This is an optimization exercise on Yosys and OpenROAD, whose aim is small area, a short achievable clock period and few clock cycles per item, not a production implementation. Function was checked by simulation only, so behaviour that the tests miss may differ from the original. Power and IR drop assume default switching activity.

## wip/lagoon
// peer_table_replay_filter_top
module peer_table_replay_filter_top #(
   parameter int PEER_SLOTS = ptrf_pkg::PEER_SLOTS_DEFAULT
) (
   input  logic                          clock,
   input  logic                          reset,
   input  logic                          csr_write_enable,
   input  logic                          csr_write_data,
   input  logic                          req_valid,
   output logic                          req_stall,
   input  logic [ptrf_pkg::MODE_W-1:0]   req_mode,
   input  logic [ptrf_pkg::MAC_W-1:0]    req_peer_mac,
   input  logic [ptrf_pkg::MEMBER_W-1:0] req_member_id,
   input  logic [ptrf_pkg::SEQ_W-1:0]    req_sequence_req,
   input  logic                          req_reset_window,
   output logic                          rsp_valid,
   input  logic                          rsp_stall,
   output logic [ptrf_pkg::STATUS_W-1:0] rsp_status,
   output logic                          rsp_found,
   output logic [ptrf_pkg::SLOT_W-1:0]   rsp_slot,
   output logic [ptrf_pkg::MAC_W-1:0]    rsp_found_mac
);
   localparam int N      = PEER_SLOTS;
   localparam int MAC_W  = ptrf_pkg::MAC_W;
   localparam int MEM_W  = ptrf_pkg::MEMBER_W;
   localparam int SEQ_W  = ptrf_pkg::SEQ_W;
   localparam int SLOT_W = ptrf_pkg::SLOT_W;
   function automatic logic [N-1:0] lowest(input logic [N-1:0] v);
      logic [N-1:0] r;
      logic         seen;
      r    = '0;
      seen = 1'b0;
      for (int i = 0; i < N; i++) begin
         r[i] = v[i] && !seen;
         seen = seen || v[i];
      end
      lowest = r;
   endfunction
   function automatic logic [SLOT_W-1:0] encode(input logic [N-1:0] oh);
      logic [SLOT_W-1:0] r;
      r = '0;
      for (int i = 0; i < N; i++) begin
         if (oh[i]) r = r | SLOT_W'(i);
      end
      encode = r;
   endfunction
   logic                 provisioned_ff;
   logic                 b_vld_ff;
   logic [1:0]           b_mode_ff;
   logic [MAC_W-1:0]     b_mac_ff;
   logic [MEM_W-1:0]     b_member_ff;
   logic [SEQ_W-1:0]     b_seq_ff;
   logic                 b_rst_ff;
   logic [N-1:0]         b_vdm_ff;
   logic [N-1:0]         b_vdk_ff;
   logic [N-1:0]         b_vdl_ff;
   logic                 b_fwm_ff;
   logic                 b_fwk_ff;
   logic                 b_fwl_ff;
   logic [N-1:0]         b_lastwe_ff;
   logic [N-1:0]         b_prevwe_ff;
   logic                 b_fpm_ff;
   logic                 b_fpk_ff;
  ...
For scale: about 3,000 cells after synthesis, about 1,100 flip-flops, ~150 I/O pins, roughly 44,000 µm² of cells after synthesis.
make LEC_CHECK=0 CAP_MARGIN=20 CORE_MARGIN=2 CORE_UTILIZATION=50 SETUP_SLACK_MARGIN=2.4 SLEW_MARGIN=20 finish   # period 5.0 ns
run.sh (not shown) runs the stock make flow with config.mk's settings and CLKGATE_MAP_FILE= SYNTH_SCRIPT=/design/flow/synth_recipe.tcl, a recipe that flattens the netlist after the stock synthesis.
Testbench counts of wip/lagoon, summed over its fixed seeds: cycles 6,448, requests 6,400.
Relative to wip/lagoon, the following input files were edited for wip/xenon:
Settings: changing SETUP_SLACK_MARGIN from 2.4 to 2.5; setting PLACE_DENSITY to 0.75 for the first time.
- Of wip/lagoon and wip/xenon, wip/xenon shows the lower global routing usage on met1, with wip/lagoon above it.
- Combined buffer and inverter count along the critical path sits lower in wip/xenon than in wip/lagoon.
- Signal arrival time at the worst endpoint: wip/xenon vs wip/lagoon down 0.04 ns
- Clock distribution area overhead in the final layout: wip/xenon vs wip/lagoon down 0.45 points
- The lower global-route usage of wip/lagoon and wip/xenon is in wip/xenon.
- Est. power | wip/xenon vs wip/lagoon | wip/xenon lower
- Lower final cell area excluding filler cells among wip/lagoon and wip/xenon: wip/lagoon
Here is what was changed in the inputs of wip/harbor compared with wip/xenon.
Settings: an added CTS_CLUSTER_DIAMETER of 60; an added CTS_CLUSTER_SIZE of 24; a deleted PLACE_DENSITY that had been 0.75.
### Flow results
- Between wip/harbor and wip/xenon, it is wip/harbor whose internal power is lower, by about 8%.
- Reported for wip/harbor and wip/xenon, mux cell area share after synthesis turned out identical to the last digit.
- Status: share of the clock period used by the worst path parity (wip/harbor, wip/xenon)
- Taking wip/xenon as the reference point, the sequential share of power of wip/harbor rises by 2.8 points.
Changes in wip/juniper relative to wip/harbor:
Settings: CTS_CLUSTER_DIAMETER removed (was 60); CTS_CLUSTER_SIZE removed (was 24); SETUP_SLACK_MARGIN changed from 2.5 to 2.7.
[summary]
- Compare wip/juniper and wip/harbor | met1 capacity usage during global routing higher: wip/juniper
- Total setup violations reported at the end of the flow came out exactly the same in wip/juniper and wip/harbor.
- Of wip/juniper and wip/harbor, wip/juniper shows the higher required time of the critical path, with wip/harbor below it.
- Routability-driven placement congestion ratio (wip/juniper / wip/harbor): 1.05
- Between wip/harbor and wip/juniper, total wire length after detailed routing increased.
- In the tables for wip/juniper and wip/harbor, final antenna diode count reads higher with wip/juniper.
- All of wip/juniper and wip/harbor finish clean.
- Number of filler instances in the final layout: wip/juniper < wip/harbor
- In wip/juniper, the sequential share of power came out 4.2 points below the value in wip/harbor.
- Fraction of power consumed by combinational cells | wip/juniper below wip/harbor

* * *

peer_table_replay_filter_top again, from the RTL that the note above started with.
Settings: LEC_CHECK=0, ABC_AREA=1, CAP_MARGIN=20, CORE_MARGIN=2, CORE_UTILIZATION=50, CTS_BUF_LIST=sky130_fd_sc_hd__clkbuf_8, SETUP_SLACK_MARGIN=2.5, SLEW_MARGIN=20; clock period 5.0 ns.
The baseline completed with no timing, DRC or antenna violations.
Testbench counts at the start, summed over its fixed seeds: cycles 6,448, requests 6,400.
Edit:
--- a/flow/config.mk
+++ b/flow/config.mk
@@ -7,3 +7,2 @@
 export LEC_CHECK = 0
-export ABC_AREA = 1
 export CAP_MARGIN = 20
@@ -11,4 +10,5 @@
 export CORE_UTILIZATION = 50
-export CTS_BUF_LIST = sky130_fd_sc_hd__clkbuf_8
-export SETUP_SLACK_MARGIN = 2.5
+export CTS_BUF_LIST = sky130_fd_sc_hd__clkbuf_4 sky130_fd_sc_hd__clkbuf_8
+export SETUP_SLACK_MARGIN = 2.4
 export SLEW_MARGIN = 20
+export TNS_END_PERCENT = 10
Cell area fell by 1.4%.
Core utilization goes up by 0.60 points.
Power climbs by 2.2%.
Routed wire length came out lower by 18%.

re-timing with driven ports:
In the flow no input, the clock included, has a driving cell. The finished layouts below were timed again as built, in two steps. Step 1 sets driving cells, clkbuf_16 on the clock port and buf_2 on the other inputs (assumed; they add their load-dependent delay and slew). Step 2, shift: input delay + t, output delay - t, t = (earliest + latest rising clock arrival at the registers) / 2. This alone moves slack from input paths to output paths. a / b / c = ideal / step 1 / step 2; a / b = the first two.
run | shift t [ns] | setup WS [ns] | worst data-port slew with drivers (ns)
wip/lagoon | 0.760 | 2.259 / 2.259 / 1.629 | 0.16
wip/xenon | 0.740 | 2.286 / 2.286 / 1.655 | 0.12
wip/harbor | 0.726 | 2.291 / 2.291 / 1.717 | 0.19
wip/juniper | 0.771 | 2.298 / 2.298 / 1.826 | 0.09
the first run of note 2 | 0.963 | 2.041 / 2.041 / 1.482 | 0.08
the second run of note 2 | 0.937 | 2.109 / 2.151 / 1.214 | 0.15
After both steps every run listed still meets setup and hold. The setup slack of the second run of note 2, which loses most, moves by +0.042 ns with the drivers and by -0.895 ns with both steps.
